Background: an optimization exercise with open tools, aiming at small area and a short achievable clock period. Do not read the settings as production practice. In this exercise RTL edits were held to simulation tests only and were not proved equivalent to the original. The clock port is modelled as an ideal driver; clocking choices that lean on that would not hold on a real chip. Power figures rest on the tool's default switching activity, not on a simulated workload.

==> design/flow/design.v <==
module ms_oai22 #(parameter int W = 1) (
  input  logic [W-1:0] a1, a2, b1, b2,
  output logic [W-1:0] y
);
  assign y = ~((a1 | a2) & (b1 | b2));
endmodule
module ms_aoi22 #(parameter int W = 1) (
  input  logic [W-1:0] a1, a2, b1, b2,
  output logic [W-1:0] y
);
  assign y = ~((a1 & a2) | (b1 & b2));
endmodule
module ms_rd_join (
  input  logic [10:0] p,
  input  logic [5:0]  n,
  output logic        y
);
  assign y = (|p) | ~(&n);
endmodule
module ms_mux8 #(parameter int W = 1) (
  input  logic [8*W-1:0] d,
  input  logic [2:0]     s,
  output logic [W-1:0]   y
);
  logic [W-1:0] a, b;
  always_comb begin
    a = s[1] ? (s[0] ? d[3*W +: W] : d[2*W +: W]) : (s[0] ? d[1*W +: W] : d[0*W +: W]);
    b = s[1] ? (s[0] ? d[7*W +: W] : d[6*W +: W]) : (s[0] ? d[5*W +: W] : d[4*W +: W]);
    y = s[2] ? b : a;
  end
endmodule
module ms_mux4 #(parameter int W = 1) (
  input  logic [4*W-1:0] d,
  input  logic [1:0]     s,
  output logic [W-1:0]   y
);
  assign y = s[1] ? (s[0] ? d[3*W +: W] : d[2*W +: W]) : (s[0] ? d[1*W +: W] : d[0*W +: W]);
endmodule
module ms_aosel4 #(parameter int W = 1) (
  input  logic [W-1:0] a, b, c, d,
  input  logic         sa, sb, sc, sd,
  output logic [W-1:0] y
);
  assign y = (a & {W{sa}}) | (b & {W{sb}}) | (c & {W{sc}}) | (d & {W{sd}});
endmodule
module ms_or2 (
  input  logic a, b,
  output logic y
);
  assign y = a | b;
endmodule
module ms_nor2 (
  input  logic a, b,
  output logic y
);
  assign y = ~(a | b);
endmodule
module mem_slave #(
  parameter int unsigned WIDTH       = 16,
  parameter int unsigned DEPTH       = 64,
  parameter int unsigned ADDR_WIDTH  = $clog2(DEPTH),
  parameter int unsigned WAIT_CYCLES = 2
) (
  input  logic                  clk,
  input  logic                  res,
  input  logic                  bus_wr_rd,
  input  logic [ADDR_WIDTH-1:0] bus_addr,
  input  logic [WIDTH-1:0]      bus_wdata,
  input  logic                  bus_valid,
  output logic                  bus_ready,
  output logic [WIDTH-1:0]      bus_rdata,
  output logic                  bus_rdata_vld
);
  localparam int N6 = 10;   
  logic             ready_q, w1_q, w2_q, rq1_q, rq2_q, pend_q;
  logic             rdt_q, rdb_q;
  logic [5:0]       ph6_q;       
  logic [3:0]       ph4_q;
  logic             we_q;
  logic [N6:0]      rsel_q;      
  logic [5:0]       o6_q;        
  logic [3:0]       o4_q;        
  logic [3:0]       tsel_q;      
  logic [1:0]       smatch_q;    
  logic [WIDTH-1:0] wdata_q;
  logic [WIDTH-1:0] rdbuf_q;
  logic [WIDTH-1:0] rdata_q;
  logic             rdata_vld_q;
  logic [WIDTH-1:0] m6_q [N6][6];
  logic [WIDTH-1:0] m4_q [4];
  logic             accept;
  logic             clr;
  logic [2:0]       h, l;
  logic             is4_d;
  logic [N6:0]      rdec;
  logic [5:0]       oh6;
  logic [3:0]       oh4;
  logic [5:0]       pn6;
  logic [3:0]       pn4;
  logic [5:0]       ctl_d;
  logic [WIDTH-1:0] wsrc, wsrc_n;
  logic [WIDTH-1:0] rd_word;
  logic             pos_odd;
  assign accept = ready_q && bus_valid;
  assign clr    = res || rq1_q || rq2_q;
  logic [WIDTH-1:0] wdata_n;
  assign wdata_n = ~wdata_q;
  for (genvar b = 0; b < WIDTH; b++) begin : g_wsrc
    ms_nor2 u_p (.a(wdata_n[b]), .b(clr), .y(wsrc[b]));
    ms_or2  u_n (.a(wdata_n[b]), .b(clr), .y(wsrc_n[b]));
  end
  assign h     = bus_addr[5:3];
  assign l     = bus_addr[2:0];
  assign is4_d = l[2] && l[1] && h[2] && h[1];
  always_comb begin
    for (int r = 0; r < 8; r++) rdec[r] = (h == 3'(r)) && !(l[2] && l[1]);
    rdec[8]  = l[2] && l[1] && !l[0] && !(h[2] && h[1]);
    rdec[9]  = l[2] && l[1] &&  l[0] && !(h[2] && h[1]);
    rdec[10] = is4_d;
  end
  always_comb begin
    for (int o = 0; o < 6; o++) oh6[o] = (l == 3'(o)) || (l[2] && l[1] && h == 3'(o));
    for (int o = 0; o < 4; o++) oh4[o] = is4_d && l[0] == o[1] && h[0] == o[0];
  end
  function automatic logic [5:0] ctl_of(input logic [5:0] p6, input logic [3:0] p4);
    ctl_of = {p6[2] || p4[1], p6[5] || p4[3],
              p4[1] || p4[2], p6[3] || p6[4], p6[1] || p6[2], p6[5] || p6[0] || p4[0] || p4[3]};
  endfunction
  logic [5*8-1:0] tab6;
  logic [4*4-1:0] tab4;
  logic [5:0]     ctl_hold, ctl_l, ctl_h, ctl_4;
  always_comb begin
    for (int k = 0; k < 6; k++) begin
      pn6[k] = 1'b0;
      for (int o = 0; o < 6; o++) pn6[k] = pn6[k] | (o6_q[o] && ph6_q[(k - o + 11) % 6]);
    end
    for (int k = 0; k < 4; k++) begin
      pn4[k] = 1'b0;
      for (int o = 0; o < 4; o++) pn4[k] = pn4[k] | (o4_q[o] && ph4_q[(k - o + 7) % 4]);
    end
    ctl_hold = ctl_of(pn6, pn4);
    tab6 = '0;
    tab4 = '0;
    for (int o = 0; o < 6; o++) begin
      logic [5:0] t6, c6;
      for (int k = 0; k < 6; k++) t6[k] = ph6_q[(k - o + 11) % 6];
      c6 = ctl_of(t6, 4'd0);
      tab6[o*5 +: 5] = {c6[5:4], c6[2:0]};
    end
    for (int o = 0; o < 4; o++) begin
      logic [3:0] t4;
      logic [5:0] c4;
      for (int k = 0; k < 4; k++) t4[k] = ph4_q[(k - o + 7) % 4];
      c4 = ctl_of(6'd0, t4);
      tab4[o*4 +: 4] = {c4[5:3], c4[0]};
    end
  end
  logic [4:0] vl, vh;
  logic [3:0] v4;
  ms_mux8 #(.W(5)) u_tl (.d(tab6), .s(l), .y(vl));
  ms_mux8 #(.W(5)) u_th (.d(tab6), .s(h), .y(vh));
  ms_mux4 #(.W(4)) u_t4 (.d(tab4), .s({l[0], h[0]}), .y(v4));
  assign ctl_l = {vl[4:3], 1'b0, vl[2:0]};
  assign ctl_h = {vh[4:3], 1'b0, vh[2:0]};
  assign ctl_4 = {v4[3:1], 2'b00, v4[0]};
  logic sel_l, sel_h, sel_4;
  assign sel_l = ready_q && !(l[2] && l[1]);
  assign sel_h = ready_q && l[2] && l[1] && !(h[2] && h[1]);
  assign sel_4 = ready_q && is4_d;
  ms_aosel4 #(.W(6)) u_ctl (.a(ctl_l), .b(ctl_h), .c(ctl_4), .d(ctl_hold),
                            .sa(sel_l), .sb(sel_h), .sc(sel_4), .sd(!ready_q), .y(ctl_d));
  assign pos_odd = pn6[1] || pn6[3] || pn6[5] || pn4[1] || pn4[3];
  logic [N6:0]      s0, ns0;
  logic [N6-1:0]    s1, ns1, s2;
  logic             s3;
  always_comb begin
    for (int r = 0; r <= N6; r++) s0[r] = rsel_q[r] && tsel_q[0];
    for (int r = 0; r < N6; r++) begin
      s1[r] = rsel_q[r] && tsel_q[1];
      s2[r] = rsel_q[r] && tsel_q[2];
    end
    s3  = tsel_q[3];
    ns0 = ~s0;
    ns1 = ~s1;
  end
  logic [WIDTH-1:0] pp [11];
  logic [WIDTH-1:0] nn [6];
  for (genvar i = 0; i < 5; i++) begin : g_rd
    ms_oai22 #(.W(WIDTH)) u_g0 (
      .a1(m6_q[2*i][0]), .a2({WIDTH{ns0[2*i]}}),
      .b1(m6_q[2*i+1][0]), .b2({WIDTH{ns0[2*i+1]}}), .y(pp[i]));
    ms_oai22 #(.W(WIDTH)) u_g1 (
      .a1(m6_q[2*i][2]), .a2({WIDTH{ns1[2*i]}}),
      .b1(m6_q[2*i+1][2]), .b2({WIDTH{ns1[2*i+1]}}), .y(pp[5+i]));
    ms_aoi22 #(.W(WIDTH)) u_g2 (
      .a1(m6_q[2*i][4]), .a2({WIDTH{s2[2*i]}}),
      .b1(m6_q[2*i+1][4]), .b2({WIDTH{s2[2*i+1]}}), .y(nn[i]));
  end
  assign pp[10] = ~(m4_q[0] | {WIDTH{ns0[N6]}});
  assign nn[5]  = ~(m4_q[2] & {WIDTH{s3}});
  for (genvar b = 0; b < WIDTH; b++) begin : g_join
    logic [10:0] pb;
    logic [5:0]  nb;
    for (genvar i = 0; i < 11; i++) begin : g_p
      assign pb[i] = pp[i][b];
    end
    for (genvar i = 0; i < 6; i++) begin : g_n
      assign nb[i] = nn[i][b];
    end
    ms_rd_join u_join (.p(pb), .n(nb), .y(rd_word[b]));
  end
  always_ff @(posedge clk) begin
    if (res) begin
      ready_q     <= 1'b0;
      w1_q        <= 1'b0;
      w2_q        <= 1'b0;
      pend_q      <= 1'b0;
      rdt_q       <= 1'b0;
      rdb_q       <= 1'b0;
      ph6_q       <= 6'd1;
      ph4_q       <= 4'd1;
      rdata_q     <= '0;
      rdata_vld_q <= 1'b0;
    end else begin
      ready_q     <= !accept && !w1_q;
      w1_q        <= accept;
      w2_q        <= w1_q;
      pend_q      <= (accept && bus_wr_rd) || (we_q && (w1_q || w2_q));
      rdt_q       <= w1_q && !we_q && !pos_odd;
      rdb_q       <= w1_q && !we_q && pos_odd;
      ph6_q       <= {ph6_q[4:0], ph6_q[5]};
      ph4_q       <= {ph4_q[2:0], ph4_q[3]};
      rdata_vld_q <= w2_q && !we_q;
      if (rdt_q) rdata_q <= rd_word;
      else if (rdb_q) rdata_q <= rdbuf_q;
    end
    rq1_q <= res;
    rq2_q <= rq1_q;
  end
  always_ff @(posedge clk) begin
    if (ready_q) begin
      we_q    <= bus_wr_rd;
      rsel_q  <= rdec;
      o6_q    <= oh6;
      o4_q    <= oh4;
        wdata_q <= bus_wdata;
    end
    {smatch_q, tsel_q} <= ctl_d;
    rdbuf_q <= rd_word;
  end
  logic [N6:0] q0, q1, ws0, ws1, wk0, wk1;
  always_comb begin
    for (int r = 0; r <= N6; r++) begin
      q0[r] = rq1_q || rq2_q || (pend_q && rsel_q[r] && smatch_q[0]);
      q1[r] = rq1_q || rq2_q || (pend_q && rsel_q[r] && smatch_q[1]);
    end
  end
  for (genvar r = 0; r <= N6; r++) begin : g_ws
    ms_or2  u_ws0 (.a(res), .b(q0[r]), .y(ws0[r]));
    ms_or2  u_ws1 (.a(res), .b(q1[r]), .y(ws1[r]));
    ms_nor2 u_wk0 (.a(res), .b(q0[r]), .y(wk0[r]));
    ms_nor2 u_wk1 (.a(res), .b(q1[r]), .y(wk1[r]));
  end
  logic [WIDTH-1:0] d6s0 [N6];
  logic [WIDTH-1:0] d6s1 [N6];
  logic [WIDTH-1:0] d4s0, d4s1;
  for (genvar r = 0; r < N6; r++) begin : g_slot
    ms_oai22 #(.W(WIDTH)) u_s0 (
      .a1(m6_q[r][5]), .a2({WIDTH{ws0[r]}}), .b1(wsrc), .b2({WIDTH{wk0[r]}}), .y(d6s0[r]));
    ms_oai22 #(.W(WIDTH)) u_s1 (
      .a1(m6_q[r][2]), .a2({WIDTH{ws1[r]}}), .b1(wsrc_n), .b2({WIDTH{wk1[r]}}), .y(d6s1[r]));
  end
  ms_oai22 #(.W(WIDTH)) u_s40 (
    .a1(m4_q[3]), .a2({WIDTH{ws0[N6]}}), .b1(wsrc), .b2({WIDTH{wk0[N6]}}), .y(d4s0));
  ms_oai22 #(.W(WIDTH)) u_s41 (
    .a1(m4_q[1]), .a2({WIDTH{ws1[N6]}}), .b1(wsrc_n), .b2({WIDTH{wk1[N6]}}), .y(d4s1));
  always_ff @(posedge clk) begin
    for (int r = 0; r < N6; r++) begin
      m6_q[r][0] <= d6s0[r];
      m6_q[r][1] <= m6_q[r][0];
      m6_q[r][2] <= m6_q[r][1];
      m6_q[r][3] <= d6s1[r];
      m6_q[r][4] <= m6_q[r][3];
      m6_q[r][5] <= m6_q[r][4];
    end
    m4_q[0] <= d4s0;
    m4_q[1] <= m4_q[0];
    m4_q[2] <= d4s1;
    m4_q[3] <= m4_q[2];
  end
  assign bus_ready     = ready_q;
  assign bus_rdata     = rdata_q;
  assign bus_rdata_vld = rdata_vld_q;
endmodule
==> design/flow/run.sh <==
#!/bin/bash
# synth_recipe.tcl (not shown) runs the flow's synth.tcl, then flattens the netlist and writes it again
# the make line also repeats each setting of config.mk as NAME=value (left out here)
make -C /OpenROAD-flow-scripts/flow DESIGN_CONFIG=/design/flow/config.mk WORK_HOME=/design/flow/orfs CLKGATE_MAP_FILE= SYNTH_SCRIPT=/design/flow/synth_recipe.tcl finish
==> design/flow/config.mk <==
export PLATFORM = sky130hd
export DESIGN_NAME = mem_slave
export DESIGN_NICKNAME = mem_slave
export VERILOG_FILES = /design/flow/design.v
export SDC_FILE = /design/flow/constraint.sdc
export NUM_CORES = 4
export LEC_CHECK = 0
export ABC_CLOCK_PERIOD_IN_PS = 2000
export CAP_MARGIN = 20
export CORE_MARGIN = 2
export CORE_UTILIZATION = 40
export CTS_CLUSTER_DIAMETER = 80
export CTS_CLUSTER_SIZE = 25
export SETUP_SLACK_MARGIN = 2.8
export SLEW_MARGIN = 20
export SYNTH_HIERARCHICAL = 1
==> design/flow/constraint.sdc <==
create_clock -name core_clock -period 5.0 [get_ports {clk}]
set_input_delay 1.0000 -clock core_clock [delete_from_list [all_inputs] [get_ports {clk}]]
set_output_delay 1.0000 -clock core_clock [all_outputs]
set_load 0.01 [all_outputs]
==> results of run 1 <==
[worst paths after layout]
kind                     from          end  slack, ns
setup reg to reg    tsel_q[1]  rdata_q[11]       2.75
hold / removal    m6_q[27][3]  m6_q[28][3]       0.31
setup / recovery    tsel_q[1]  rdata_q[11]       2.75
hold reg to reg   m6_q[27][3]  m6_q[28][3]       0.31
[placed cells by master (no fill, tap or decap), types with 11 or more instances in the layout]
master           instances
mux2i_1                 16
nor2_4                  13
nor2_1                 123
mux4_1                  24
buf_2                   20
a21o_1                  22
inv_1                   17
clkbuf_16               54
or2_2                   40
buf_4                   58
nor2b_1                 11
nand4_1                 34
o22ai_2                 12
a22oi_2                 80
and2_1                  12
o22ai_1                500
nor4_1                  14
dfxtp_2                 13
nand2_4                 12
clkdlybuf4s50_1         18
or4_4                   14
conb_1                  24
a21oi_1                 13
a22oi_1                 32
dfxtp_1               1066
edfxtp_1                38
nand2_1                 50
[power by group through the flow]
stage | Combinational, mW | Sequential (mW) | Clock [mW]
3_3_place_gp | 0.935 | 9.90 | 0
6_report | 1.12 | 9.74 | 4.70
4_1_cts | 1.02 | 9.73 | 4.79
3_5_place_dp | 0.949 | 9.92 | 0
2_1_floorplan | 0.548 | 9.82 | 0
5_1_grt | 1.18 | 9.79 | 5.10
[registers in the layout (all words and copies together), names as in the netlist, 2 cells and up]
signal / flops
rdata_q: 16
smatch_q: 2
o6_q: 6
tsel_q: 4
rsel_q: 11
o4_q: 4
ph6_q: 6
wdata_q: 16
ph4_q: 4
m6_q: 960
rdbuf_q: 16
m4_q: 64
[per-layer routing]
layer	share of wire, %	global-route usage, %	up-vias
met1	46	30.3	9869
met2	45	33.0	802
met3	7.9	4.75	132
met4	1.9	4.96	0
li1	-	-	8849
met5	0	0	-
[per-module statistics from Yosys (local to each module, per instance), a selection]
module / copies in the design / flops+latches / cell area [um2] / cells inside
mem_slave: 1 / 1119 / 24500 / 1434
ms_or2: 38 / 0 / 6.26 / 1
ms_nor2: 38 / 0 / 3.75 / 1
ms_rd_join: 16 / 0 / 41.3 / 8
[critical path, delay by kind of cell (launching register included)]
kind	cells	cell delay, ns
AND/OR/NAND/NOR	5	1.23
flip-flops	1	0.48
AO/OA/AOI/OAI	2	0.39
[timing repair]
item / 4_1_cts / 5_1_grt
pin swaps: 7 / 19
endpoints found under the setup margin: 421 / 310
cloned: 2 / 1
hold buffers: 0 / 0
resized for setup: 176 / 69
setup buffers: 19 / 19
[metrics by stage]
step	cells	instance area (um2)	power, mW
6_report	3486	34800	15.6
5_1_grt	3486	34800	16.1
4_1_cts	3466	34400	15.5
3_5_place_dp	3380	32600	10.9
3_3_place_gp	3380	32600	10.8
2_1_floorplan	2309	30800	10.4
[kinds of logic after synthesis]
group / synth area share (%)
mux: 2.95
compound gates: 15.7
other cells: 0.0122
simple gates: 6.26
buf+inv: 0.706
flops: 74.4
[layout make-up]
class                      count  area [um2]  share of cell area [%]
timing repair buffer         113         942                    2.71
sequential                  1119       22800                    65.5
multi-input combinational   1141        8270                    23.8
clock inverter                 6        72.6                   0.208
clock buffer                  59        1370                    3.93
tap                         1030        1290                    3.70
inverter                      18        67.6                   0.194
==> results.txt, run 1 <==
Mean Syn Cell Area=around 13 um2; post-synthesis sequential area ratio=between 70% and 80%; HP Class=flop to flop; Crit Path Class=flop to flop; htree depth=2; residual DRC count=0; Max Cap Violations=0; outcome=complete, no violations; most common cell in the netlist=dfxtp_1; Post-Syn Area=between 30,000 and 40,000 um2; row count=between 100 and 150; First-pass DRT Iterations=5; Hold Path Stages=0; Tmin final=around 2.2 ns; final wirelength=~86,000 um; Mapped Cells=between 2k and 2.5k; Die X=approximately 280 um; Hold Vio Cnt, Final=0; clock insertion delay at the later pin of the skew report=~0.64 ns; Reg power frac=a little over three fifths; Slew HR=34.1%; largest net degree at the start of global routing=62; FF+latch count, synth=1,119; crit start category=flop; Yosys cell types=46; critical-path cell list=nand2_4 -> o22ai_1 -> or4_4 -> nor2_1 -> nand4_1 -> a21oi_1 -> nor2_1; clk sinks=~1.1k; Worst IR Drop VDD=0.000262 V; IO Pins=44; DRT antenna net count=0; CTS tree=yes; Final #Nets=about 2.5k; Worst-path clk slew=0.10 ns; worst clock skew=between 0.02 and 0.025 ns; Inserted Diodes=0; Sum Neg Setup Slack=0 ns; port bufs=43; total number of vias=19.7k; Clock power frac=about 30%; fin util=between 40 and 50%; Post-DP HPWL=about 58,000 um; Max clock buf depth=3; P per Cell Area=447 nW/um2; Final Worst Setup Slack=between 2 and 3 ns; sw frac=approximately a quarter; Yosys warning total=18; Initial Util=between 40% and 50%; slowest cell on the critical path=or4_4; drt wl/cell=24.6 um; Post-Place Setup Slack=between 1 and 1.5 ns; worst slew pin tran=between 0.9 and 1 ns; Die ar.=78,800 um2; FFs w/ async S/R, synth=0%; Pins Over Slew Limit=0; Comb power frac=under 10%; CP most frequent cell=nor2_1; GR Overflow Total=0; setup violators final=0; TritonCTS Buffers=between 50 and 60; Critical Path Max Stage Delay=0.60 ns; Post-synth EDFFs=38; Switch Pwr=roughly 3.7 mW; number of global-route vias before repair=19.2k; All-Layer GR Usage=a little over a fifth; Synth area leader=dfxtp_1; first-pass GRT wire length=around 130,000 um; initial antenna violation count=1; Core Area=roughly 76,000 um2; Post-synth top cells=dfxtp_1, o22ai_1, nor2_1, a22oi_2, nand2_1; Worst EP arrival=2.76 ns; critical-path maximum fanout=9; height of the die=roughly 280 um; f_max=approximately 440 MHz; layout cells sized above 1=15.8%; Synth top area share=a little over two thirds; cell depth of the worst flop-to-flop path=7; Via density=~5.6; P_leak=approximately 13 nW; CTS root buf=clkbuf_16; RSZ-0062 raised after global routing=true; Req. time, crit path=between 5 and 6 ns; area grow syn2layout=13.6%; Hold Slack=0.314 ns; Iteration-0 DRC Markers=around 1.7k; main area contributors after synthesis=dfxtp_1, o22ai_1, edfxtp_1, a22oi_2, mux4_1; filler cell count=6,792; Synth Flop Type=dfxtp_1; global placement routability congestion=about 0.88; fin crit share=between 40 and 50%; Internal Power=~12 mW; crit path capture type=flop
==> run 2: changes to the inputs <==
--- a/design/flow/design.v
+++ b/design/flow/design.v
@@ -104,10 +104,6 @@
   assign accept = ready_q && bus_valid;
   assign clr    = res || rq1_q || rq2_q;
-  logic [WIDTH-1:0] wdata_n;
-  assign wdata_n = ~wdata_q;
-  for (genvar b = 0; b < WIDTH; b++) begin : g_wsrc
-    ms_nor2 u_p (.a(wdata_n[b]), .b(clr), .y(wsrc[b]));
-    ms_or2  u_n (.a(wdata_n[b]), .b(clr), .y(wsrc_n[b]));
-  end
+  assign wsrc   = clr ? '0 : wdata_q;
+  assign wsrc_n = ~wsrc;
   assign h     = bus_addr[5:3];
   assign l     = bus_addr[2:0];
==> design/flow/flow/run.sh (new file) <==
#!/bin/bash
set -euo pipefail
R=orfs/results/${FLOW_PLATFORM}/mem_slave/base
bash standard.sh cts > std_cts.log 2>&1
cp $R/4_cts.odb $R/4_cts_orig.odb
openroad -no_init -exit flow/clkroot.tcl > clkroot.log 2>&1
bash standard.sh finish > std_finish.log 2>&1
==> design/flow/flow/clkroot.tcl (new file) <==
set R orfs/results/$::env(FLOW_PLATFORM)/mem_slave/base
read_db $R/4_cts_orig.odb
set block [ord::get_db_block]
set clknet [[$block findBTerm clk] getNet]
set its [$clknet getITerms]
if {[llength $its] != 1} { error "clock port drives [llength $its] pins" }
set root [[lindex $its 0] getInst]
set rootnet [[$root findITerm X] getNet]
set mids {}
foreach it [$rootnet getITerms] { if {[$it getInst] != $root} { lappend mids $it } }
puts "root [$root getName] ([[$root getMaster] getName]) drives [llength $mids] pins"
proc cx {it} { set b [[$it getInst] getBBox]; return [expr {([$b xMin]+[$b xMax])/2}] }
proc cy {it} { set b [[$it getInst] getBBox]; return [expr {([$b yMin]+[$b yMax])/2}] }
if {[llength $mids] <= 4} {
  foreach it [$rootnet getITerms] { $it disconnect }
  [$root findITerm A] disconnect
  odb::dbInst_destroy $root
  odb::dbNet_destroy $rootnet
  foreach it $mids { $it connect $clknet; puts "clk -> [[$it getInst] getName]" }
} else {
  # regroup the buffers under the mids into 4 groups by position, one new buffer each
  set master [[$root getMaster] getName]
  set leaves {}
  set midinsts {}
  foreach it $mids {
    set m [$it getInst]
    lappend midinsts $m
    foreach l [[[$m findITerm X] getNet] getITerms] { if {[$l getInst] != $m} { lappend leaves $l } }
  }
  set sx [lsort -command {apply {{a b} {expr {[cx $a]-[cx $b]}}}} $leaves]
  set h [expr {[llength $sx]/2}]
  set groups {}
  foreach half [list [lrange $sx 0 [expr {$h-1}]] [lrange $sx $h end]] {
    set sy [lsort -command {apply {{a b} {expr {[cy $a]-[cy $b]}}}} $half]
    set q [expr {[llength $sy]/2}]
    lappend groups [lrange $sy 0 [expr {$q-1}]] [lrange $sy $q end]
  }
  foreach m $midinsts {
    set onet [[$m findITerm X] getNet]
    foreach it [$onet getITerms] { $it disconnect }
    odb::dbInst_destroy $m
    odb::dbNet_destroy $onet
  }
  foreach it [$rootnet getITerms] { $it disconnect }
  odb::dbInst_destroy $root
  odb::dbNet_destroy $rootnet
  set mm [[ord::get_db] findMaster $master]
  set k 0
  foreach g $groups {
    set sx 0; set sy 0
    foreach it $g { set sx [expr {$sx+[cx $it]}]; set sy [expr {$sy+[cy $it]}] }
    set n [llength $g]
    set inst [odb::dbInst_create $block $mm clkroot_$k]
    $inst setLocation [expr {$sx/$n}] [expr {$sy/$n}]
    $inst setPlacementStatus PLACED
    set net [odb::dbNet_create $block clknet_root_$k]
    $net setSigType CLOCK
    [$inst findITerm A] connect $clknet
    [$inst findITerm X] connect $net
    foreach it $g { $it connect $net }
    puts "clkroot_$k drives $n buffers"
    incr k
  }
  detailed_placement
}
write_db $R/4_cts.odb
==> design/flow/standard.sh (new file) <==
#!/bin/bash
# synth_recipe.tcl (not shown) runs the flow's synth.tcl, then flattens the netlist and writes it again
# the make line also repeats each setting of config.mk as NAME=value (left out here)
make -C /OpenROAD-flow-scripts/flow DESIGN_CONFIG=/design/flow/config.mk WORK_HOME=/design/flow/orfs CLKGATE_MAP_FILE= SYNTH_SCRIPT=/design/flow/synth_recipe.tcl "${@:-finish}"
--- a/design/flow/config.mk
+++ b/design/flow/config.mk
@@ -12,5 +12,5 @@
 export CTS_CLUSTER_DIAMETER = 80
 export CTS_CLUSTER_SIZE = 25
-export SETUP_SLACK_MARGIN = 2.8
+export SETUP_SLACK_MARGIN = 3.0
 export SLEW_MARGIN = 20
 export SYNTH_HIERARCHICAL = 1
removed: design/flow/run.sh
==> run 2 against run 1 <==
First-iteration DRC count rose by 70%; largest cell class unchanged; still clean on timing, DRC and antenna; synthesized area fell by 0.30%; highest routed layer is now met5; register-to-register slack improved by 0.04 ns.
==> results.txt, run 2 <==
outcome=complete, no violations; row count=101 (unchanged); initial antenna violation count=4 (+3); Post-Syn Area=30,500 um2 (-0.30%); Post-synth EDFFs=38 (unchanged); multiplexer area fraction after synthesis=2.96% (+0.0088 points); Synth Area in XOR/XNOR=0% (unchanged); first-pass GRT wire length=149,000 um (+19%); Met3 Routed Length=13,500 um (+99%); Worst IR Drop VDD=0.000313 V (+19%); height of the die=280 um (-0.15%); commonest cells after routing, fill and taps aside=dfxtp_1, o22ai_1, nor2_1; number of global-route vias before repair=20.7k (+7.5%); TritonCTS Buffers=52 (unchanged); worst slew pin tran=0.629 ns (-0.359 ns); global placement routability congestion=0.882 (+0.60%); DRT met1 WL=43,600 um (+11%); largest registers=m6_q x960, m4_q x64; FF+latch count, synth=1,119 (unchanged); Synth area leader=dfxtp_1; Via density=6.09 (+7.9%); crit start category=flop; IO Pins=44 (unchanged); RSZ-0062 raised after global routing=true; clock insertion delay at the later pin of the skew report=0.45 ns (-0.19 ns); most common cell in the netlist=dfxtp_1; CTS tree=yes; Final #Nets=2,562 (+3.7%); Die X=280 um (-0.15%); Slew HR=58.1% (+24 points); complex-gate fraction of the synthesized area=15.8% (+0.047 points); routed wl met2=45,100 um (+18%); Multi-input gate area=8170 um2 (-1.2%); worst clock skew=0.0257 ns (+0.00293 ns); Core Area=75,800 um2 (-0.17%); Iteration-0 DRC Markers=2,812 (+70%); Yosys cell types=45 (-2.2%); total number of vias=21.5k (+9.3%); cell depth of the worst flop-to-flop path=9 (+2); main area contributors after synthesis=dfxtp_1, o22ai_1, edfxtp_1, a22oi_2, mux4_1; commonest non-fill, non-tap cell in the layout=dfxtp_1; top routing layer in use=met5; Worst EP arrival=2.54 ns (-0.22 ns); Mapped Cells=2,272 (-0.61%); Synth Flop Type=dfxtp_1; Req. time, crit path=5.33 ns (-0.18 ns); Post-DP HPWL=61,300 um (+4.9%); adder-cell share of the synthesized area=0% (unchanged); post-synthesis sequential area ratio=74.6% (+0.22 points); Clock power frac=29.3% (-0.9 points); fin util=48.1% (+2.3 points); HP Class=flop to flop; fin cells=3,531 (+1.3%); f_max=453 MHz (+1.8%); Post-Place Setup Slack=1.37 ns (-0.100 ns); Die ar.=78,600 um2 (-0.30%); sw frac=24.6% (+0.68 points); Final Worst Setup Slack=2.79 ns (+0.0400 ns); Internal Power=12.0 mW (+1.0%); CTS root buf=clkbuf_16; Max clock buf depth=3 (unchanged); crit path capture type=flop; Post-synth top cells=dfxtp_1, o22ai_1, nor2_1, nand2_1, a22oi_2; Max Cap Violations=0 (unchanged); setup violators final=0 (unchanged); P per Cell Area=435 nW/um2 (-2.8%); Switch Pwr=3.90 mW (+4.8%); Crit Path Class=flop to flop; Worst-path clk slew=0.10 ns (about the same); Hold Path Stages=0 (unchanged); DRT antenna net count=0 (unchanged); total chip power=15.9 mW (+1.9%); fin crit share=44.2% (-0.80 points); Reg power frac=61.3% (-1.3 points); First-pass DRT Iterations=6 (+1); Reg area=22,800 um2 (about the same); Initial Util=40.3% (-0.053 points); largest net degree at the start of global routing=56 (-9.7%); Comb power frac=9.3% (+2.1 points); All-Layer GR Usage=26.8% (+5.5 points); clk sinks=1,119 (unchanged); simple-gate portion of the synthesized area=5.96% (-0.31 points); largest family of logic cells by synthesized area=compound AO/OA/AOI/OAI gates; Most flops, register=m6_q; residual DRC count=0 (unchanged); port bufs=43 (unchanged); FFs w/ async S/R, synth=0% (unchanged); final wirelength=108,000 um (+26%); GR Overflow Total=0 (unchanged); post-placement cell count=3,337 (-1.3%); Mean Syn Cell Area=13.4 um2 (+0.32%); area grow syn2layout=19.5%; Synth top area share=70.8% (+0.21 points); layout cells sized above 1=21.7% (+5.9 points); Yosys warning total=18 (unchanged); P_leak=13.8 nW (+5.7%); filler cell count=6,532 (-3.8%); drt wl/cell=30.6 um (+24%); max reg flops=960 (unchanged); Hold Vio Cnt, Final=0 (unchanged); Pins Over Slew Limit=0 (unchanged); critical-path maximum fanout=6 (-3); htree depth=2 (unchanged); Tmin final=2.21 ns (-0.0400 ns); Sum Neg Setup Slack=0 ns (unchanged)
-- run 2: cell types whose count changed in the layout (fill, tap and decap cells not counted), moves of 13 or more --
cell     before  now
buf_12        4   60
buf_4        58   93
buf_6         8   33
or2_2        40   19
mux4_1       24    4
mux4_2        0   20
nor2_1      123  104
buf_2        20    3
inv_1        17    1
nand2_2       3   16
or2_4         0   13
-- run 2: critical path: stages (launching register included) --
cell      delay (ns)
edfxtp_1        0.51
nand2_4         0.15
buf_12          0.12
buf_12          0.13
o22ai_4         0.07
or4_1           0.47
nor2_1          0.13
nand4_1         0.24
a21oi_2         0.21
nor2_1          0.05
-- run 2: logic make-up (layout without fill, tap and decap cells) --
| group | Yosys count | in the layout |
|---|---|---|
| DFF | 1119 | 1119 |
| muxes | 50 | 50 |
| other | 1 | 26 |
| and+or+nand+nor | 371 | 371 |
| buffers and inverters | 53 | 309 |
| AOI/OAI and AO/OA | 678 | 678 |
-- run 2: per-layer routing --
metal / vias up / GRT usage (%)
li1: 9006 / -
met1: 10632 / 36.6
met2: 1501 / 39.0
met3: 347 / 7.68
met4: 2 / 12.6
met5: - / 0
-- run 2: worst paths after layout --
path	to	slack (ns)	startpoint
max	rdata_q[13]	2.79	rsel_q[3]
min	m6_q[38][0]	0.31	m6_q[37][0]
max reg2reg	rdata_q[13]	2.79	rsel_q[3]
min reg2reg	m6_q[38][0]	0.31	m6_q[37][0]
-- run 2: power groups by stage --
stage	logic (mW)	registers, mW	clock network [mW]
floorplan	0.546	9.82	0
global placement	1.10	9.90	0
detailed placement	1.11	9.91	0
CTS	1.34	9.72	4.78
global route	1.49	9.78	4.99
finish	1.48	9.73	4.65
-- run 2: area by class of cell --
type / count / area share [%]
antenna: 2 / 0.0137
clock buffer: 62 / 3.73
clock inverter: 6 / 0.213
inverter: 18 / 0.322
multi-input combinational: 1123 / 22.4
sequential: 1119 / 62.6
tap: 978 / 3.35
timing repair buffer: 220 / 7.37
timing repair inverter: 3 / 0.0617
-- run 2: stage by stage --
step	cell area, um2	hold WS, ns
4_1_cts	35900	0.322
3_5_place_dp	32700	0.312
6_report	36500	0.315
2_1_floorplan	30600	0.310
3_3_place_gp	32700	0.310
5_1_grt	36500	0.326
-- run 2: modules after synthesis, one instance, submodules excluded, excerpt --
module | cells inside | flops+latches | copies in the design | cell area [um2]
ms_nor2 | 1 | 0 | 22 | 3.75
mem_slave | 1452 | 1119 | 1 | 24600
ms_or2 | 1 | 0 | 22 | 6.26
ms_rd_join | 8 | 0 | 16 | 41.3
-- run 2: timing repair --
action                     in CTS  in global routing
pin swaps                      94                 23
buffers inserted               93                 25
cloned                          3                  3
setup endpoints to repair     429                294
resized for setup             281                 95
hold buffers                    0                  0
==> run 3: changes to the inputs <==
--- a/design/flow/design.v
+++ b/design/flow/design.v
@@ -16,5 +16,38 @@
   output logic        y
 );
-  assign y = (|p) | ~(&n);
+  logic [5:0] q;
+  logic [2:0] m;
+  logic [1:0] r;
+  logic       t0, t1;
+  for (genvar i = 0; i < 5; i++) begin : g_q
+    ms_nor2 u_q (.a(p[2*i]), .b(p[2*i+1]), .y(q[i]));
+  end
+  ms_nor2 u_q5 (.a(p[10]), .b(1'b0), .y(q[5]));
+  for (genvar i = 0; i < 3; i++) begin : g_m
+    ms_nand2 u_m (.a(n[2*i]), .b(n[2*i+1]), .y(m[i]));
+  end
+  ms_nand3 u_r0 (.a(q[0]), .b(q[1]), .c(q[2]), .y(r[0]));
+  ms_nand3 u_r1 (.a(q[3]), .b(q[4]), .c(q[5]), .y(r[1]));
+  ms_nor3  u_t0 (.a(r[0]), .b(r[1]), .c(m[0]), .y(t0));
+  ms_nor2  u_t1 (.a(m[1]), .b(m[2]), .y(t1));
+  ms_nand2 u_y  (.a(t0), .b(t1), .y(y));
+endmodule
+module ms_nand2 (
+  input  logic a, b,
+  output logic y
+);
+  assign y = ~(a & b);
+endmodule
+module ms_nand3 (
+  input  logic a, b, c,
+  output logic y
+);
+  assign y = ~(a & b & c);
+endmodule
+module ms_nor3 (
+  input  logic a, b, c,
+  output logic y
+);
+  assign y = ~(a | b | c);
 endmodule
 module ms_mux8 #(parameter int W = 1) (
@@ -104,6 +137,10 @@
   assign accept = ready_q && bus_valid;
   assign clr    = res || rq1_q || rq2_q;
-  assign wsrc   = clr ? '0 : wdata_q;
-  assign wsrc_n = ~wsrc;
+  logic [WIDTH-1:0] wdata_n;
+  assign wdata_n = ~wdata_q;
+  for (genvar b = 0; b < WIDTH; b++) begin : g_wsrc
+    ms_nor2 u_p (.a(wdata_n[b]), .b(clr), .y(wsrc[b]));
+    ms_or2  u_n (.a(wdata_n[b]), .b(clr), .y(wsrc_n[b]));
+  end
   assign h     = bus_addr[5:3];
   assign l     = bus_addr[2:0];
==> run 3 against run 2 <==
Total power is 0.38% lower; die area grew 1.5%; sequential share of layout area shrank 0.39 points; routed wire length decreased by 12%; sequential power about the same; cell count increased by 4.2%; clock skew up 0.019 ns; sequential cell count unchanged; final area rose by 0.60%; combinational power down 7%; critical path depth is 1 higher; worst hold slack worse by 0.0012 ns.
==> results.txt, run 3 <==
outcome=complete, no violations; Worst EP arrival=2.38 ns (-0.16 ns); Worst-path clk slew=0.10 ns (about the same); Max Cap Violations=0 (unchanged); cell depth of the worst flop-to-flop path=10 (+1); Post-synth top cells=dfxtp_1, o22ai_1, nor2_1, nand2_1, a22oi_2; IO Pins=44 (unchanged); Die X=282 um (+0.76%); Post-Syn Area=31,000 um2 (+1.5%); FF+latch count, synth=1,119 (unchanged); setup violators final=0 (unchanged); residual DRC count=0 (unchanged); sw frac=24.2% (-0.34 points); crit path capture type=flop; HP Class=flop to flop; Core Area=77,100 um2 (+1.7%); Yosys warning total=18 (unchanged); RSZ-0062 raised after global routing=true; largest registers=m6_q x960, m4_q x64; Final #Nets=2,652 (+3.5%); Clock power frac=29.8% (+0.5 points); Synth Flop Type=dfxtp_1; largest net degree at the start of global routing=47 (-16%); most common cell in the netlist=dfxtp_1; critical-path maximum fanout=6 (unchanged); Inserted Diodes=0 (-2); Slew HR=31.5% (-27 points); Crit Path Class=flop to flop; CTS tree=yes; layout cells sized above 1=21.0% (-0.73 points); worst clock skew=0.0444 ns (+0.0186 ns); Comb power frac=8.7% (-0.6 points); port bufs=43 (unchanged); RR Endpoint=rdata_q[13]; main area contributors after synthesis=dfxtp_1, o22ai_1, edfxtp_1, a22oi_2, nor2_1; area grow syn2layout=18.4%; worst slew pin tran=1.03 ns (+0.397 ns); Post-synth EDFFs=38 (unchanged); P per Cell Area=430 nW/um2 (-0.97%); Synth top area share=69.8% (-1.1 points); clock insertion delay at the later pin of the skew report=0.46 ns (about the same); Post-DP HPWL=58,500 um (-4.6%); RR Startpoint=tsel_q[0]; initial antenna violation count=0 (-4); Initial Util=40.2% (-0.047 points); P_leak=13.8 nW (+0.46%); Iteration-0 DRC Markers=1,919 (-32%); All-Layer GR Usage=23.0% (-3.8 points); number of global-route vias before repair=20.5k (-0.65%); First-pass DRT Iterations=5 (-1); Max clock buf depth=3 (unchanged); Most flops, register=m6_q; FFs w/ async S/R, synth=0% (unchanged); CP endpoint=rdata_q[13]; crit start category=flop; Req. time, crit path=5.32 ns (about the same); fin crit share=41.2% (-3.0 points); Via density=5.67 (-6.9%); Pins Over Slew Limit=0 (unchanged); post-synthesis sequential area ratio=73.4% (-1.1 points); Internal Power=12.0 mW (about the same); commonest cells after routing, fill and taps aside=dfxtp_1, o22ai_1, nor2_1; Hold Vio Cnt, Final=0 (unchanged); TritonCTS Buffers=52 (unchanged); Reg power frac=61.5% (+0.2 points); first-pass GRT wire length=135,000 um (-9.0%); height of the die=282 um (+0.76%); total number of vias=20.9k (-2.9%); Mapped Cells=2,398 (+5.5%); final wirelength=95,400 um (-12%); CTS root buf=clkbuf_16; Mean Syn Cell Area=12.9 um2 (-3.8%); Worst Setup SP=tsel_q[0]; Die ar.=79,800 um2 (+1.5%); commonest non-fill, non-tap cell in the layout=dfxtp_1; Synth area leader=dfxtp_1; f_max=486 MHz (+7.3%); DRT antenna net count=0 (unchanged); Yosys cell types=46 (+2.2%); global placement routability congestion=0.879 (-0.37%); max reg flops=960 (unchanged); Hold Slack=0.314 ns (-0.00121 ns); clk sinks=1,119 (unchanged); Sum Neg Setup Slack=0 ns (unchanged); htree depth=2 (unchanged); R2R Setup Slk=2.94 ns (+0.15 ns); Worst IR Drop VDD=0.000328 V (+5.0%); Tmin final=2.06 ns (-0.150 ns); GR Overflow Total=0 (unchanged); drt wl/cell=25.9 um (-15%); Switch Pwr=3.83 mW (-1.8%); row count=102 (+0.99%)
run 3: per-layer routing:
metal	share of wire, %	GRT usage [%]
met1	44	32.3
met2	45	36.5
met3	7.8	3.86
met4	3.0	6.69
met5	0	0
run 3: repair_timing:
| item | CTS | global route |
|---|---|---|
| cloned | 1 | 6 |
| resized for setup | 243 | 120 |
| buffers inserted | 37 | 66 |
| setup endpoints to repair | 429 | 360 |
| pin swaps | 5 | 89 |
| hold buffers | 0 | 0 |
run 3: worst min path at each step:
stage	from	endpoint	slack, ns	cells after the start
2_1_floorplan	m6_q[9][0]	m6_q[10][0]	0.31	0
3_3_place_gp	m6_q[27][7]	m6_q[28][7]	0.31	0
3_5_place_dp	m6_q[15][2]	m6_q[16][2]	0.31	0
4_1_cts	m6_q[57][0]	m6_q[58][0]	0.32	0
5_1_grt	m6_q[1][15]	m6_q[2][15]	0.31	0
6_report	m6_q[57][0]	m6_q[58][0]	0.31	0
run 3: power by group through the flow:
stage / logic [mW] / registers, mW / clock network [mW]
2_1_floorplan: 0.586 / 9.80 / 0
3_3_place_gp: 0.995 / 9.88 / 0
3_5_place_dp: 1.01 / 9.90 / 0
4_1_cts: 1.15 / 9.71 / 4.88
5_1_grt: 1.42 / 9.76 / 5.10
6_report: 1.38 / 9.71 / 4.71
run 3: final cells by class:
class / count / area, um2
Clock inverter: 4 / 65.1
Timing Repair Buffer: 179 / 2040
Fill cell: 6771 / 40400
Tap cell: 1040 / 1300
Sequential cell: 1119 / 22800
Multi-Input combinational cell: 1257 / 9010
Clock buffer: 63 / 1410
Inverter: 18 / 67.6
run 3: kinds of logic after synthesis:
| logic type | share of synthesized area (%) |
|---|---|
| buffers and inverters | 0.698 |
| DFF | 73.4 |
| and+or+nand+nor | 7.22 |
| other | 0.206 |
| AOI/OAI and AO/OA | 15.5 |
| muxes | 2.91 |
run 3: per-stage QoR:
| step | cells | power (mW) | utilization [%] | setup slack [ns] | area (um2) |
|---|---|---|---|---|---|
| CTS | 3609 | 15.7 | 45.9 | 2.87 | 35400 |
| global route | 3680 | 16.3 | 47.6 | 2.89 | 36700 |
| global placement | 3503 | 10.9 | 42.9 | 1.40 | 33100 |
| floorplan | 2421 | 10.4 | - | 2.81 | 31200 |
| finish | 3680 | 15.8 | 47.6 | 2.94 | 36700 |
| detailed placement | 3503 | 10.9 | 42.9 | 1.42 | 33100 |
run 3: per-module statistics from Yosys, one instance, submodules excluded, a selection:
module | cells inside | cell area, um2 | copies in the design
ms_nand2 | 1 | 3.75 | 64
ms_nand3 | 1 | 5.00 | 32
mem_slave | 1434 | 24500 | 1
ms_nor2 | 1 | 3.75 | 150
ms_nor3 | 1 | 10.0 | 16
ms_rd_join | 1 | 3.75 | 16
ms_or2 | 1 | 6.26 | 38
run 3: worst max-delay path, cell delays in order (launching register included):
cell,delay [ns]
dfxtp_4,0.44
buf_12,0.18
nand2_4,0.11
clkbuf_16,0.17
o22ai_1,0.10
nor2_2,0.20
nand3_2,0.10
nor3_2,0.26
nand2_2,0.16
a21oi_2,0.16
nor2_1,0.05
==> run 4: changes to the inputs <==
--- a/design/flow/design.v
+++ b/design/flow/design.v
@@ -14,10 +14,9 @@
   input  logic [10:0] p,
   input  logic [5:0]  n,
-  output logic        y
+  output logic        t0, t1
 );
   logic [5:0] q;
   logic [2:0] m;
   logic [1:0] r;
-  logic       t0, t1;
   for (genvar i = 0; i < 5; i++) begin : g_q
     ms_nor2 u_q (.a(p[2*i]), .b(p[2*i+1]), .y(q[i]));
@@ -31,5 +30,4 @@
   ms_nor3  u_t0 (.a(r[0]), .b(r[1]), .c(m[0]), .y(t0));
   ms_nor2  u_t1 (.a(m[1]), .b(m[2]), .y(t1));
-  ms_nand2 u_y  (.a(t0), .b(t1), .y(y));
 endmodule
 module ms_nand2 (
@@ -123,5 +121,4 @@
   logic [WIDTH-1:0] m4_q [4];
   logic             accept;
-  logic             clr;
   logic [2:0]       h, l;
   logic             is4_d;
@@ -132,15 +129,10 @@
   logic [3:0]       pn4;
   logic [5:0]       ctl_d;
-  logic [WIDTH-1:0] wsrc, wsrc_n;
   logic [WIDTH-1:0] rd_word;
+  logic [WIDTH-1:0] rt0, rt1;
   logic             pos_odd;
   assign accept = ready_q && bus_valid;
-  assign clr    = res || rq1_q || rq2_q;
   logic [WIDTH-1:0] wdata_n;
   assign wdata_n = ~wdata_q;
-  for (genvar b = 0; b < WIDTH; b++) begin : g_wsrc
-    ms_nor2 u_p (.a(wdata_n[b]), .b(clr), .y(wsrc[b]));
-    ms_or2  u_n (.a(wdata_n[b]), .b(clr), .y(wsrc_n[b]));
-  end
   assign h     = bus_addr[5:3];
   assign l     = bus_addr[2:0];
@@ -241,6 +233,7 @@
       assign nb[i] = nn[i][b];
     end
-    ms_rd_join u_join (.p(pb), .n(nb), .y(rd_word[b]));
+    ms_rd_join u_join (.p(pb), .n(nb), .t0(rt0[b]), .t1(rt1[b]));
   end
+  assign rd_word = ~(rt0 & rt1);
   always_ff @(posedge clk) begin
     if (res) begin
@@ -282,16 +275,20 @@
     rdbuf_q <= rd_word;
   end
-  logic [N6:0] q0, q1, ws0, ws1, wk0, wk1;
+  logic [N6:0] wr0, wr1, q0, q1, nwr0, nwr1, sel0, keep0, ws1, wk1;
   always_comb begin
     for (int r = 0; r <= N6; r++) begin
-      q0[r] = rq1_q || rq2_q || (pend_q && rsel_q[r] && smatch_q[0]);
-      q1[r] = rq1_q || rq2_q || (pend_q && rsel_q[r] && smatch_q[1]);
+      wr0[r]  = pend_q && rsel_q[r] && smatch_q[0];
+      wr1[r]  = pend_q && rsel_q[r] && smatch_q[1];
+      q0[r]   = rq1_q || rq2_q || wr0[r];
+      q1[r]   = rq1_q || rq2_q || wr1[r];
     end
+    nwr0 = ~wr0;
+    nwr1 = ~wr1;
   end
   for (genvar r = 0; r <= N6; r++) begin : g_ws
-    ms_or2  u_ws0 (.a(res), .b(q0[r]), .y(ws0[r]));
-    ms_or2  u_ws1 (.a(res), .b(q1[r]), .y(ws1[r]));
-    ms_nor2 u_wk0 (.a(res), .b(q0[r]), .y(wk0[r]));
-    ms_nor2 u_wk1 (.a(res), .b(q1[r]), .y(wk1[r]));
+    ms_nor2 u_sel0  (.a(res), .b(nwr0[r]), .y(sel0[r]));
+    ms_nor2 u_keep0 (.a(res), .b(q0[r]),   .y(keep0[r]));
+    ms_or2  u_ws1   (.a(res), .b(q1[r]),   .y(ws1[r]));
+    ms_or2  u_wk1   (.a(res), .b(nwr1[r]), .y(wk1[r]));
   end
   logic [WIDTH-1:0] d6s0 [N6];
@@ -299,13 +296,13 @@
   logic [WIDTH-1:0] d4s0, d4s1;
   for (genvar r = 0; r < N6; r++) begin : g_slot
-    ms_oai22 #(.W(WIDTH)) u_s0 (
-      .a1(m6_q[r][5]), .a2({WIDTH{ws0[r]}}), .b1(wsrc), .b2({WIDTH{wk0[r]}}), .y(d6s0[r]));
+    ms_aoi22 #(.W(WIDTH)) u_s0 (
+      .a1(m6_q[r][5]), .a2({WIDTH{keep0[r]}}), .b1(wdata_q), .b2({WIDTH{sel0[r]}}), .y(d6s0[r]));
     ms_oai22 #(.W(WIDTH)) u_s1 (
-      .a1(m6_q[r][2]), .a2({WIDTH{ws1[r]}}), .b1(wsrc_n), .b2({WIDTH{wk1[r]}}), .y(d6s1[r]));
+      .a1(m6_q[r][2]), .a2({WIDTH{ws1[r]}}), .b1(wdata_n), .b2({WIDTH{wk1[r]}}), .y(d6s1[r]));
   end
-  ms_oai22 #(.W(WIDTH)) u_s40 (
-    .a1(m4_q[3]), .a2({WIDTH{ws0[N6]}}), .b1(wsrc), .b2({WIDTH{wk0[N6]}}), .y(d4s0));
+  ms_aoi22 #(.W(WIDTH)) u_s40 (
+    .a1(m4_q[3]), .a2({WIDTH{keep0[N6]}}), .b1(wdata_q), .b2({WIDTH{sel0[N6]}}), .y(d4s0));
   ms_oai22 #(.W(WIDTH)) u_s41 (
-    .a1(m4_q[1]), .a2({WIDTH{ws1[N6]}}), .b1(wsrc_n), .b2({WIDTH{wk1[N6]}}), .y(d4s1));
+    .a1(m4_q[1]), .a2({WIDTH{ws1[N6]}}), .b1(wdata_n), .b2({WIDTH{wk1[N6]}}), .y(d4s1));
   always_ff @(posedge clk) begin
     for (int r = 0; r < N6; r++) begin
==> run 4 against run 3 <==
Fmax decreased by 0.85%; worst setup slack lost 0.018 ns; synthesized area increased by 3.0%; via count shrank 3.1%; largest cell class unchanged; count of clock-buffer cells in the layout decreased by 9; synthesized cell count decreased by 1.1%; worst hold slack worse by 0.011 ns.
==> results.txt, run 4 <==
outcome=complete, no violations; largest net degree at the start of global routing=45 (-4.3%); fin crit share=41.5% (+0.35 points); main area contributors after synthesis=dfxtp_1, a22oi_2, o22ai_1, edfxtp_1, mux4_1; largest family of logic cells by synthesized area=compound AO/OA/AOI/OAI gates; Worst IR Drop VDD=0.000262 V (-20%); commonest non-fill, non-tap cell in the layout=dfxtp_1; CTS root buf=clkbuf_16; Most flops, register=m6_q; Mean Syn Cell Area=13.5 um2 (+4.1%); DRT antenna net count=0 (unchanged); total chip power=14.5 mW (-8.0%); drt wl/cell=27.1 um (+4.4%); Final #Nets=2,563 (-3.4%); post-synthesis sequential area ratio=71.3% (-2.2 points); IO Pins=44 (unchanged); worst clock skew=0.0399 ns (-0.00443 ns); Yosys warning total=18 (unchanged); Req. time, crit path=5.29 ns (-0.03 ns); hold wc startpoint=m6_q[33][9]; number of global-route vias before repair=20.2k (-1.9%); htree depth=2 (unchanged); complex-gate fraction of the synthesized area=18.6% (+3.0 points); setup violators final=0 (unchanged); Synth top area share=67.7% (-2.0 points); R2R Setup Slk=2.99 ns (+0.05 ns); simple-gate portion of the synthesized area=6.93% (-0.29 points); worst slew pin tran=1.02 ns (-0.00291 ns); Core Area=79,000 um2 (+2.5%); P per Cell Area=400 nW/um2 (-7.0%); crit path capture type=flop; Worst Setup SP=res; Die ar.=82,200 um2 (+3.0%); residual DRC count=0 (unchanged); Crit Path Class=primary input to flop; Pins Over Slew Limit=0 (unchanged); Synth Area in XOR/XNOR=0% (unchanged); CTS Hold Buffers Added=0 (unchanged); adder-cell share of the synthesized area=0% (unchanged); Synth area leader=dfxtp_1; Placement Cell Area=34,000 um2 (+2.8%); Max clock buf depth=3 (unchanged); Internal Power=11.2 mW (-6.7%); FF+latch count, synth=1,119 (unchanged); Critical Path Max Stage Delay=0.38 ns (-0.06 ns); Hold Vio Cnt, Final=0 (unchanged); Sum Neg Setup Slack=0 ns (unchanged); Via density=5.62 (-0.79%); max reg flops=960 (unchanged); row count=103 (+0.98%); hold endpoint=m6_q[34][9]; most common cell in the netlist=dfxtp_1; area grow syn2layout=13.6%; Clock power frac=31.1% (+1.3 points); Inserted Diodes=0 (unchanged); clk sinks=1,119 (unchanged); GR Overflow Total=0 (unchanged); Post-synth top cells=dfxtp_1, o22ai_1, a22oi_2, nand2_1, nor2_1; multiplexer area fraction after synthesis=2.33% (-0.59 points); global placement routability congestion=0.873 (-0.71%); RR Endpoint=m6_q[21][14]; CTS tree=yes; Layout Cell Area excl Fill=36,300 um2 (-1.1%); RSZ-0062 raised after global routing=true; Die X=287 um (+1.5%); All-Layer GR Usage=23.2% (+0.18 points); slowest cell on the critical path=nor2_2; Initial Util=40.5% (+0.21 points); Comb power frac=6.1% (-2.6 points); final wirelength=97,400 um (+2.1%); Worst EP arrival=2.36 ns (-0.02 ns); Iteration-0 DRC Markers=1,725 (-10%); Post-Syn Area=32,000 um2 (+3.0%); Slew HR=31.8% (+0.29 points); Synth Flop Type=dfxtp_1; height of the die=287 um (+1.5%); sw frac=23.2% (-1.1 points); Hold Path Stages=0 (unchanged); buffers plus inverters on the worst setup path=3 (+1); critical-path maximum fanout=44 (+38); Reg power frac=62.8% (+1.3 points); Switch Pwr=3.37 mW (-12%); FFs w/ async S/R, synth=0% (unchanged); critical-path cell list=buf_6 -> buf_8 -> nor2_2 -> buf_4 -> a22oi_2; Yosys cell types=43 (-6.5%); Hold Slack=0.303 ns (-0.0105 ns); cell depth of the worst flop-to-flop path=2 (-8); Worst path top cell family by delay=buffers and inverters; initial antenna violation count=0 (unchanged); Post-DP HPWL=63,200 um (+8.1%); Worst-path clk slew=0.10 ns (about the same); port bufs=43 (unchanged); Max Cap Violations=0 (unchanged); HP Class=flop to flop; layout cells sized above 1=23.8% (+2.8 points); f_max=482 MHz (-0.85%); clock insertion delay at the later pin of the skew report=0.46 ns (about the same); RR Startpoint=wdata_q[14]; Post-synth EDFFs=38 (unchanged); commonest cells after routing, fill and taps aside=dfxtp_1, o22ai_1, a22oi_2; TritonCTS Buffers=51 (-1.9%); first-pass GRT wire length=139,000 um (+2.8%); crit start category=primary input; Mapped Cells=2,372 (-1.1%); P_leak=12.9 nW (-7.0%); First-pass DRT Iterations=8 (+3); total number of vias=20.2k (-3.1%); largest registers=m6_q x960, m4_q x64; Tmin final=2.08 ns (+0.0176 ns)
run 4: routing by layer:
layer	vias to the layer above	global-route usage (%)	part of all wire, %
li1	9013	-	-
met2	829	37.7	46
met1	10193	31.5	42
met5	-	0	0
met4	0	8.94	4.4
met3	182	3.00	6.9
run 4: power groups by stage:
stage | Sequential (mW) | Clock [mW] | Combinational (mW)
floorplan | 9.32 | 0 | 0.359
global placement | 9.34 | 0 | 0.702
detailed placement | 9.34 | 0 | 0.707
CTS | 9.15 | 4.69 | 0.764
global route | 9.14 | 4.89 | 0.904
finish | 9.13 | 4.53 | 0.881
run 4: cells by family after synthesis:
group / Yosys count
buf+inv: 52
mux: 34
flops: 1119
simple gates: 478
other cells: 17
compound gates: 672
run 4: metrics by stage:
stage / util, % / instances / setup slack, ns
floorplan: - / 2395 / 2.81
global placement: 43.0 / 3498 / 1.50
detailed placement: 43.0 / 3498 / 1.47
CTS: 45.4 / 3574 / 2.78
global route: 46.0 / 3596 / 2.92
finish: 46.0 / 3596 / 2.92
run 4: cell type report:
class                      count  area, um2
inverter                      18       67.6
tap                         1050       1310
timing repair buffer         123       1220
clock buffer                  54       1290
fill                        6977      42700
clock inverter                 7       66.3
sequential                  1119      22800
multi-input combinational   1225       9530
run 4: repair_timing:
| action | CTS | global route |
|---|---|---|
| endpoints found under the hold margin | 0 | 0 |
| cloned | 1 | 0 |
| buffers inserted | 13 | 23 |
| resized for setup | 222 | 72 |
| pin swaps | 2 | 5 |
| setup endpoints to repair | 397 | 298 |
run 4: modules after synthesis, one instance, submodules excluded, a selection:
module	times used	cell area [um2]	flip-flops and latches
ms_rd_join	16	3.75	0
ms_nand3	32	5.00	0
mem_slave	1	24600	1119
ms_nand2	48	3.75	0
ms_or2	22	6.26	0
ms_nor2	134	3.75	0
ms_nor3	16	10.0	0
run 4: how the worst max path moves through the flow:
| stage | endpoint | slack [ns] | depth (start not counted) |
|---|---|---|---|
| 3_3_place_gp | tsel_q[2] | 1.50 | 5 |
| 2_1_floorplan | smatch_q[0] | 2.81 | 5 |
| 5_1_grt | m6_q[54][9] | 2.92 | 5 |
| 6_report | m6_q[54][14] | 2.92 | 5 |
| 3_5_place_dp | smatch_q[0] | 1.47 | 5 |
| 4_1_cts | bus_rdata[14] | 2.78 | 1 |
==> run 5: changes to the inputs <==
--- a/design/flow/design.v
+++ b/design/flow/design.v
@@ -104,5 +104,5 @@
 );
   localparam int N6 = 10;   
-  logic             ready_q, w1_q, w2_q, rq1_q, rq2_q, pend_q;
+  logic             ready_q, w1_q, w2_q, rq1_q, rq2_q, rq3_q, pend_q;
   logic             rdt_q, rdb_q;
   logic [5:0]       ph6_q;       
@@ -263,4 +263,5 @@
     rq1_q <= res;
     rq2_q <= rq1_q;
+    rq3_q <= rq2_q;
   end
   always_ff @(posedge clk) begin
@@ -273,5 +274,5 @@
     end
     {smatch_q, tsel_q} <= ctl_d;
-    rdbuf_q <= rd_word;
+    rdbuf_q <= rq3_q ? '0 : rd_word;
   end
   logic [N6:0] wr0, wr1, q0, q1, nwr0, nwr1, sel0, keep0, ws1, wk1;
@@ -280,6 +281,6 @@
       wr0[r]  = pend_q && rsel_q[r] && smatch_q[0];
       wr1[r]  = pend_q && rsel_q[r] && smatch_q[1];
-      q0[r]   = rq1_q || rq2_q || wr0[r];
-      q1[r]   = rq1_q || rq2_q || wr1[r];
+      q0[r]   = rq1_q || rq2_q || rq3_q || wr0[r];
+      q1[r]   = rq1_q || rq2_q || rq3_q || wr1[r];
     end
     nwr0 = ~wr0;
@@ -287,8 +288,8 @@
   end
   for (genvar r = 0; r <= N6; r++) begin : g_ws
-    ms_nor2 u_sel0  (.a(res), .b(nwr0[r]), .y(sel0[r]));
-    ms_nor2 u_keep0 (.a(res), .b(q0[r]),   .y(keep0[r]));
-    ms_or2  u_ws1   (.a(res), .b(q1[r]),   .y(ws1[r]));
-    ms_or2  u_wk1   (.a(res), .b(nwr1[r]), .y(wk1[r]));
+    ms_nor2 u_sel0  (.a(1'b0), .b(nwr0[r]), .y(sel0[r]));
+    ms_nor2 u_keep0 (.a(1'b0), .b(q0[r]),   .y(keep0[r]));
+    ms_or2  u_ws1   (.a(1'b0), .b(q1[r]),   .y(ws1[r]));
+    ms_or2  u_wk1   (.a(1'b0), .b(nwr1[r]), .y(wk1[r]));
   end
   logic [WIDTH-1:0] d6s0 [N6];
==> run 5 against run 4 <==
Still clean on timing, DRC and antenna; combinational power up 1%; sequential share of layout area down 1.1 points; synthesized cell count up 0.13%; sequential power about the same; total power up 0.39%; critical path depth up 2; global-route usage up 1.9 points; die area up 0.15%; worst hold slack better by 0.021 ns; first-iteration DRC count up 18%; synthesized area up 0.15%; largest cell class unchanged; largest power group unchanged.
==> results.txt, run 5 <==
number of global-route vias before repair=20.4k (+1.4%); filler cell count=7,047 (+1.0%); residual DRC count=0 (unchanged); First-pass DRT Iterations=5 (-3); CTS root buf=clkbuf_16; clock insertion delay at the later pin of the skew report=0.45 ns (about the same); f_max=488 MHz (+1.3%); critical-path cell list=buf_4 -> nand2_4 -> o22ai_2 -> nor2_1 -> nand3_1 -> nor3_2 -> a311oi_1; main area contributors after synthesis=dfxtp_1, a22oi_2, o22ai_1, edfxtp_1, mux4_1; Via density=5.71 (+1.6%); Inserted Diodes=0 (unchanged); layout cells sized above 1=24.9% (+1.1 points); Req. time, crit path=5.32 ns (+0.03 ns); final wirelength=106,000 um (+8.4%); P per Cell Area=394 nW/um2 (-1.6%); fin crit share=41.0% (-0.53 points); RSZ-0062 raised after global routing=true; slowest cell on the critical path=edfxtp_1; initial antenna violation count=3 (+3); buffers plus inverters on the worst setup path=1 (-2); Mean Syn Cell Area=13.5 um2 (about the same); commonest non-fill, non-tap cell in the layout=dfxtp_1; All-Layer GR Usage=25.1% (+1.9 points); GR Overflow Total=0 (unchanged); TritonCTS Buffers=51 (unchanged); Crit Path Class=flop to flop; crit path capture type=flop; IO Pins=44 (unchanged); crit start category=flop; Slew HR=32.8% (+0.92 points); Initial Util=40.4% (about the same); most common cell in the netlist=dfxtp_1; htree depth=2 (unchanged); Hold Slack=0.324 ns (+0.0211 ns); Yosys cell types=43 (unchanged); port bufs=43 (unchanged); Final #Nets=2,616 (+2.1%); largest net degree at the start of global routing=43 (-4.4%); total number of vias=20.8k (+3.0%); Pins Over Slew Limit=0 (unchanged); Iteration-0 DRC Markers=2,044 (+18%); height of the die=287 um (about the same); area grow syn2layout=15.8%; P_leak=13.1 nW (+1.6%); Worst IR Drop VDD=0.000253 V (-3.4%); clk sinks=1,120 (+0.089%); Most flops, register=m6_q; Post-synth top cells=dfxtp_1, o22ai_1, a22oi_2, nor2_1, nand2_1; Core Area=79,100 um2 (+0.16%); Post-DP HPWL=68,200 um (+7.8%); Worst path top cell family by delay=simple AND/OR/NAND/NOR gates; Die X=287 um (about the same); Yosys warning total=18 (unchanged); FF+latch count, synth=1,120 (+0.089%); Worst-path clk slew=0.10 ns (about the same); Mapped Cells=2,375 (+0.13%); worst clock skew=0.0244 ns (-0.0156 ns); Max clock buf depth=3 (unchanged); HP Class=flop to flop; global placement routability congestion=0.914 (+4.7%); Die ar.=82,300 um2 (+0.15%); Synth Flop Type=dfxtp_1; outcome=complete, no violations; Synth top area share=67.7% (about the same); row count=103 (unchanged); Critical Path Max Stage Delay=0.58 ns (+0.20 ns); Post-synth EDFFs=38 (unchanged); commonest cells after routing, fill and taps aside=dfxtp_1, o22ai_1, a22oi_2; Max Cap Violations=0 (unchanged); largest registers=m6_q x960, m4_q x64; Synth area leader=dfxtp_1; post-synthesis sequential area ratio=71.2% (about the same); critical-path maximum fanout=8 (-82%); Hold Vio Cnt, Final=0 (unchanged); first-pass GRT wire length=148,000 um (+6.2%); setup violators final=0 (unchanged); Tmin final=2.05 ns (-0.0265 ns); drt wl/cell=28.9 um (+6.8%); max reg flops=960 (unchanged); Post-Syn Area=32,000 um2 (+0.15%); worst slew pin tran=1.01 ns (-0.0152 ns); Worst EP arrival=2.37 ns (about the same); DRT antenna net count=0 (unchanged); Sum Neg Setup Slack=0 ns (unchanged); FFs w/ async S/R, synth=0% (unchanged); CTS tree=yes
==> run 5: final cells by class <==
cell class	count	area [um2]	area share [%]
sequential	1120	22900	61.7
multi-input combinational	1269	9910	26.7
clock inverter	5	61.3	0.165
clock buffer	55	1290	3.48
timing repair buffer	131	1540	4.15
inverter	18	67.6	0.182
tap	1050	1310	3.55
==> run 5: path summary, 6_finish.rpt <==
check                 to  depth (start not counted)   startpoint  slack [ns]
max          rdata_q[13]                          7    rsel_q[0]        2.95
min          m6_q[52][9]                          0  m6_q[51][9]        0.32
max reg2reg  rdata_q[13]                          7    rsel_q[0]        2.95
min reg2reg  m6_q[52][9]                          0  m6_q[51][9]        0.32
==> run 5: logic make-up after synthesis <==
kind of cell	after synthesis	share of synthesized area, %
other	17	0.199
DFF	1120	71.2
muxes	34	2.32
and+or+nand+nor	462	6.74
buffers and inverters	54	0.711
AOI/OAI and AO/OA	688	18.8
==> run 5: routing by layer <==
metal | vias to the layer above | track usage [%] | wire length [um]
met5 | - | 0 | 9
met4 | 2 | 9.53 | 4180
met3 | 177 | 5.38 | 9890
met2 | 1024 | 36.6 | 44600
met1 | 10556 | 36.3 | 46900
li1 | 9073 | - | -
==> run 5: through the flow <==
step	cell area (um2)	util, %	power, mW	std cells	worst slack, ns
floorplan	32300	-	9.67	2442	2.81
global placement	34200	43.2	10.0	3540	1.42
detailed placement	34200	43.2	10.1	3540	1.44
CTS	36700	46.3	14.6	3640	2.81
global route	37100	46.8	15.0	3648	2.93
finish	37100	46.8	14.6	3648	2.95
==> run 5: repair_timing <==
item	in CTS	in global routing
gates cloned	0	1
setup endpoints to repair	431	154
pin swaps	16	10
gates resized for setup	270	73
setup buffers	39	8
endpoints found under the hold margin	0	0
hold buffers	0	0
==> run 5: Yosys stat by module (local to each module, per instance), excerpt <==
| module | flip-flops and latches | copies in the design | cell area [um2] | cells |
|---|---|---|---|---|
| mem_slave | 1120 | 1 | 24600 | 1459 |
| ms_nor3 | 0 | 16 | 10.0 | 1 |
| ms_or2 | 0 | 22 | 6.26 | 1 |
| ms_nand3 | 0 | 32 | 5.00 | 1 |
| ms_nand2 | 0 | 48 | 3.75 | 1 |
| ms_nor2 | 0 | 134 | 3.75 | 1 |
| ms_rd_join | 0 | 16 | 3.75 | 1 |
==> run 5: report_power, final <==
part | total (mW) | switching [mW] | internal [mW] | leakage (nW)
combinational | 0.894 | 0.624 | 0.270 | 3.26
clock | 4.57 | 2.70 | 1.87 | 0.663
sequential | 9.13 | 0.0916 | 9.04 | 9.14

-- port drivers added, routing unchanged --
No port has a modelled driver above. Below, the same layouts with a new extraction and two added sets of constraints.
Step 1: set_driving_cell puts a clkbuf_16 on clk and a buf_2 on each other input, an assumption about the parent block.
Step 2 also shifts input and output timing later by t, the mid clock arrival at the registers, as if the neighbouring blocks saw the same clock.
Three values: ideal, step 1, step 2; two values: the first two.
run	t, ns	slack for setup (ns)	hold slack, ns	worst setup path at the end	cell pins on the clock port's net
run 1	0.691	2.752 / 2.752 / 2.163	0.314 / 0.314 / 0.314	input to register	1
run 2	0.567	2.792 / 2.792 / 2.313	0.315 / 0.315 / 0.315	input to register	4
run 3	0.562	2.942 / 2.942 / 2.506	0.314 / 0.314 / 0.314	input to register	4
run 4	0.580	2.924 / 2.876 / 2.450	0.303 / 0.303 / 0.303	input to register	4
run 5	0.566	2.951 / 2.884 / 2.514	0.324 / 0.324 / 0.324	input to register	4
After both steps every run listed still meets setup and hold. For run 1, which loses most, drivers alone change the setup slack by 0.000 ns; drivers and shift together by -0.589 ns.
